From an optimization exercise on the open Yosys and OpenROAD flow, aimed at small area; shortcuts taken in it are not production practice.
Only simulation tests tie the RTL to the original design; equivalence was not proved.
The flow treats the clock pin as an ideal source, which a real chip does not have.
Power figures rest on the tool's default switching activity, not on a simulated workload.

## decode_stage
module decode_stage #(
  parameter int XLEN  = 32,
  parameter int NREGS = 32,
  parameter int CNT_W = 8
) (
  input  logic             clk,
  input  logic             reset,
  input  logic             in_valid,
  input  logic [XLEN-1:0]  instruction_code,
  output logic             in_ready,
  input  logic             wb_en,
  input  logic [4:0]       wb_rd,
  input  logic [XLEN-1:0]  wb_data,
  output logic             ex_valid,
  input  logic             ex_ready,
  output logic [3:0]       ex_alu_op,
  output logic [4:0]       ex_rd,
  output logic [XLEN-1:0]  ex_rs1_data,
  output logic [XLEN-1:0]  ex_rs2_data,
  output logic             ex_illegal,
  output logic [CNT_W-1:0] illegal_count
);
Size: ~3400 cells after synthesis, ~160 I/O pins.
Settings: LEC_CHECK=0, CAP_MARGIN=5, CORE_MARGIN=2, CORE_UTILIZATION=45, GPL_TIMING_DRIVEN=0, SETUP_SLACK_MARGIN=0.25, SLEW_MARGIN=5, SYNTH_HIERARCHICAL=1, SYNTH_MINIMUM_KEEP_SIZE=0; clock period 4.0 ns.
standard.sh (not shown) runs the stock make flow with config.mk's settings and CLKGATE_MAP_FILE= SYNTH_SCRIPT=/design/flow/synth_recipe.tcl, a recipe that flattens the netlist after the stock synthesis.
==> flow/flow/run.sh <==
#!/bin/bash
# Layout flow: the standard ORFS flow (standard.sh). The standard
# synthesis runs first, unchanged; the later steps run with these changes:
#  - the port buffers are the smallest buffer, buf_1, instead of the
#    delay cell the resizer picks by default (every port still gets one);
#  - clock tree synthesis uses clkbuf_8 and inserts no dummy loads;
#  - the resizer may not use the largest buffers (buf_8, buf_12, buf_16)
#    nor the delay cells, so the many high-fanout select nets get small
#    plain buffers.
# Each make call writes its output to a log of its own here; ORFS also
# keeps each step's log under orfs/logs/.
set -euo pipefail
cd "$(dirname "$0")/.."
bash standard.sh synth > synth.log 2>&1
export BUFFER_PORTS_ARGS="-inputs -outputs -buffer_cell sky130_fd_sc_hd__buf_1"
export CTS_ARGS="-sink_clustering_enable -repair_clock_nets -dont_use_dummy_load -buf_list sky130_fd_sc_hd__clkbuf_8"
DU="sky130_fd_sc_hd__buf_8 sky130_fd_sc_hd__buf_12 sky130_fd_sc_hd__buf_16"
for c in clkdlybuf4s15_1 clkdlybuf4s15_2 clkdlybuf4s18_1 clkdlybuf4s18_2 \
         clkdlybuf4s25_1 clkdlybuf4s25_2 clkdlybuf4s50_1 clkdlybuf4s50_2 \
         dlygate4sd1_1 dlygate4sd2_1 dlygate4sd3_1; do
  DU="$DU sky130_fd_sc_hd__$c"
done
export DONT_USE_CELLS="$DU"
bash standard.sh > layout.log 2>&1
Change:
==> flow/flow/run.sh (replaced) <==
#!/bin/bash
# Layout flow: the standard ORFS flow (standard.sh). The standard
# synthesis runs first, unchanged; the later steps run with these changes:
#  - the port buffers are the smallest buffer, buf_1, instead of the
#    delay cell the resizer picks by default (every port still gets one);
#  - clock tree synthesis clusters up to 25 sinks within 70 um per leaf
#    buffer (sink slew stays near 100 ps) and inserts no dummy loads;
#  - flow/dont_use.tcl, sourced before each placement, clock tree and
#    routing step, keeps the resizer off the largest buffers (buf_8,
#    buf_12, buf_16) and the clock delay cells.
# Each make call writes its output to a log of its own here; ORFS also
# keeps each step's log under orfs/logs/.
set -euo pipefail
cd "$(dirname "$0")/.."
bash standard.sh synth > synth.log 2>&1
export BUFFER_PORTS_ARGS="-inputs -outputs -buffer_cell sky130_fd_sc_hd__buf_1"
export CTS_ARGS="-sink_clustering_enable -repair_clock_nets -dont_use_dummy_load -sink_clustering_size 25 -sink_clustering_max_diameter 70"
DU="$PWD/flow/dont_use.tcl"
export PRE_FLOORPLAN_TCL="$DU" PRE_GLOBAL_PLACE_TCL="$DU" PRE_RESIZE_TCL="$DU" \
       PRE_CTS_TCL="$DU" PRE_GLOBAL_ROUTE_TCL="$DU" PRE_DETAIL_PLACE_TCL="$DU" \
       PRE_REPAIR_TIMING_POST_PLACE_TCL="$DU"
bash standard.sh > layout.log 2>&1
==> flow/flow/dont_use.tcl (new file) <==
# Sourced before each step that sizes or buffers cells: keeps the resizer
# and timing repair off the largest buffers and the clock delay cells, so
# the many high-fanout select nets get small plain buffers.
set_dont_use [get_lib_cells {sky130_fd_sc_hd__buf_8 sky130_fd_sc_hd__buf_12 sky130_fd_sc_hd__buf_16 sky130_fd_sc_hd__clkdlybuf4s*}]
Result: The new run went through all stages and came out clean; register-to-register slack gains 0.21 ns; setup slack gains 0.049 ns; via count shrinks by a few percent; total power shrinks by roughly a tenth; global-route usage shrinks by 1.6 points; first-iteration DRC count shrinks by a few percent; routed wire length shrinks by a few percent; clock-buffer cell count shrinks by 122.

* * *

run A:
Another version of the RTL of decode_stage (not shown whole).
Size in the first run: about 3,300 cells after synthesis, ~1,100 flip-flops, ~160 I/O pins.
## decode_stage
module decode_stage #(
  parameter int XLEN  = 32,
  parameter int NREGS = 32,
  parameter int CNT_W = 8
) (
  input  logic             clk,
  input  logic             reset,
  input  logic             in_valid,
  input  logic [XLEN-1:0]  instruction_code,
  output logic             in_ready,
  input  logic             wb_en,
  input  logic [4:0]       wb_rd,
  input  logic [XLEN-1:0]  wb_data,
  output logic             ex_valid,
  input  logic             ex_ready,
  output logic [3:0]       ex_alu_op,
  output logic [4:0]       ex_rd,
  output logic [XLEN-1:0]  ex_rs1_data,
  output logic [XLEN-1:0]  ex_rs2_data,
  output logic             ex_illegal,
  output logic [CNT_W-1:0] illegal_count
);
make LEC_CHECK=0 CAP_MARGIN=20 CORE_MARGIN=2 CORE_UTILIZATION=40 GPL_TIMING_DRIVEN=0 SLEW_MARGIN=20 SYNTH_HIERARCHICAL=1 SYNTH_MINIMUM_KEEP_SIZE=0 finish   # period 4.0 ns
run.sh (not shown) runs the stock make flow with config.mk's settings and CLKGATE_MAP_FILE= SYNTH_SCRIPT=/design/flow/synth_recipe.tcl, a recipe that flattens the netlist after the stock synthesis.
Stock flow here: none of the scripts above is used.
Run A completed end to end; final checks failed (negative setup slack).
For run B, these inputs were changed with respect to run A:
# run A
export LEC_CHECK = 0
export CAP_MARGIN = 20
export CORE_MARGIN = 2
export CORE_UTILIZATION = 40
export GPL_TIMING_DRIVEN = 0
export SLEW_MARGIN = 20
export SYNTH_HIERARCHICAL = 1
export SYNTH_MINIMUM_KEEP_SIZE = 0
create_clock -name core_clock -period 4.0 [get_ports {clk}]
# run B
export LEC_CHECK = 0
export CAP_MARGIN = 5
export CORE_MARGIN = 2
export CORE_UTILIZATION = 45
export GPL_TIMING_DRIVEN = 0
export SETUP_SLACK_MARGIN = 0.25
export SLEW_MARGIN = 5
export SYNTH_HIERARCHICAL = 1
export SYNTH_MINIMUM_KEEP_SIZE = 0
create_clock -name core_clock -period 4.0 [get_ports {clk}]
==> flow/flow/run.sh (new file) <==
#!/bin/bash
# Layout flow: the standard ORFS flow (standard.sh). The standard
# synthesis runs first, unchanged; the later steps run with these changes:
#  - the port buffers are the smallest buffer, buf_1, instead of the
#    delay cell the resizer picks by default (every port still gets one);
#  - clock tree synthesis clusters up to 25 sinks within 70 um per leaf
#    buffer (sink slew stays near 100 ps) and inserts no dummy loads;
#  - flow/dont_use.tcl, sourced before each placement, clock tree and
#    routing step, keeps the resizer off the largest buffers (buf_8,
#    buf_12, buf_16) and the clock delay cells.
# Each make call writes its output to a log of its own here; ORFS also
# keeps each step's log under orfs/logs/.
set -euo pipefail
cd "$(dirname "$0")/.."
bash standard.sh synth > synth.log 2>&1
export BUFFER_PORTS_ARGS="-inputs -outputs -buffer_cell sky130_fd_sc_hd__buf_1"
export CTS_ARGS="-sink_clustering_enable -repair_clock_nets -dont_use_dummy_load -sink_clustering_size 25 -sink_clustering_max_diameter 70"
DU="$PWD/flow/dont_use.tcl"
export PRE_FLOORPLAN_TCL="$DU" PRE_GLOBAL_PLACE_TCL="$DU" PRE_RESIZE_TCL="$DU" \
       PRE_CTS_TCL="$DU" PRE_GLOBAL_ROUTE_TCL="$DU" PRE_DETAIL_PLACE_TCL="$DU" \
       PRE_REPAIR_TIMING_POST_PLACE_TCL="$DU"
bash standard.sh > layout.log 2>&1
==> flow/flow/dont_use.tcl (new file) <==
# Sourced before each step that sizes or buffers cells: keeps the resizer
# and timing repair off the largest buffers and the clock delay cells, so
# the many high-fanout select nets get small plain buffers.
set_dont_use [get_lib_cells {sky130_fd_sc_hd__buf_8 sky130_fd_sc_hd__buf_12 sky130_fd_sc_hd__buf_16 sky130_fd_sc_hd__clkdlybuf4s*}]
==> flow/standard.sh (new file) <==
#!/bin/bash
# synth_recipe.tcl (not shown) runs the flow's synth.tcl, then flattens the netlist and writes it again
# the make line also repeats each setting of config.mk as NAME=value (left out here)
make -C /OpenROAD-flow-scripts/flow DESIGN_CONFIG=/design/flow/config.mk WORK_HOME=/design/flow/orfs CLKGATE_MAP_FILE= SYNTH_SCRIPT=/design/flow/synth_recipe.tcl "${@:-finish}"
removed: flow/run.sh
- Run B: full flow OK, the timing, design-rule and antenna checks passed
- Compared with run A, run B shows power dissipated in the clock network lower by 44%.
- Diff run B..run A | post-synthesis adder-cell area fraction | unchanged
- When run B is set beside run A, its worst setup slack turns out to be 260 ps larger.
- Going from run A to run B, non-clock buffer count shrank by more than 10%.
- The run showing the greater data arrival at the endpoint of the critical path is run A.
Changes in run C relative to run B:
# run B
export LEC_CHECK = 0
export CAP_MARGIN = 5
export CORE_MARGIN = 2
export CORE_UTILIZATION = 45
export GPL_TIMING_DRIVEN = 0
export SETUP_SLACK_MARGIN = 0.25
export SLEW_MARGIN = 5
export SYNTH_HIERARCHICAL = 1
export SYNTH_MINIMUM_KEEP_SIZE = 0
create_clock -name core_clock -period 4.0 [get_ports {clk}]
# run C
export LEC_CHECK = 0
export CAP_MARGIN = 5
export CORE_MARGIN = 2
export CORE_UTILIZATION = 52
export GPL_TIMING_DRIVEN = 0
export SETUP_SLACK_MARGIN = 0.25
export SLEW_MARGIN = 5
export SYNTH_HIERARCHICAL = 1
export SYNTH_MINIMUM_KEEP_SIZE = 0
create_clock -name core_clock -period 4.0 [get_ports {clk}]
### Flow results
The lower number of global-route vias before repair came out of run C. Of run C and run B, run B shows the higher post-layout instance count excluding filler cells, with run C below it. Between run C and run B, the global-route usage is lower for run B. Vertical die dimension, run C and run B, higher one = run B. Run C vs run B, uppermost layer routed: met4 vs met5. Total power draw: run C better than run B. There was hardly any difference in non-clock buffer contribution to total cell area between run C and run B. In the flow results for run C and run B, the post-detailed-placement half-perimeter wirelength is larger on run B. From run B to run C the numbers moved as follows: data arrival time of the worst path dropped 100 ps; post-route standard cell area excluding fillers went down 0.88%.

re-timing with driven ports:
How much do the figures lean on ideal ports? The routed layouts below were timed once more, with nothing changed but the port constraints. Step 1, drivers: a clkbuf_16 drives clk and a buf_2 each remaining input, both assumed. Step 2, shift: input delay + t, output delay - t, t = (earliest + latest rising clock arrival at the registers) / 2. This alone moves slack from input paths to output paths. Slacks: ideal ports / drivers / drivers and shift; pairs: ideal ports / drivers.
run | shift t [ns] | setup WS [ns] | hold slack, ns | worst slew at a driven data input, ns
the first run of note 1 | 0.937 | 0.116 / 0.067 / -0.870 | 0.155 / 0.116 / 0.479 | 0.18
the second run of note 1 | 0.728 | 0.164 / 0.205 / -0.522 | 0.346 / 0.298 / 0.500 | 0.20
run A | 0.777 | -0.100 / -0.147 / -0.924 | 0.463 / 0.441 / 0.463 | 0.27
run B | 0.758 | 0.162 / 0.063 / -0.694 | 0.372 / 0.337 / 0.472 | 0.25
run C | 0.725 | 0.206 / 0.016 / -0.709 | 0.353 / 0.313 / 0.481 | 0.28
With both steps, setup timing fails in the first run of note 1, the second run of note 1, run B and run C, where it was met with ideal ports. The setup slack of the first run of note 1, which loses most, moves by -0.049 ns with the drivers and by -0.986 ns with both steps.
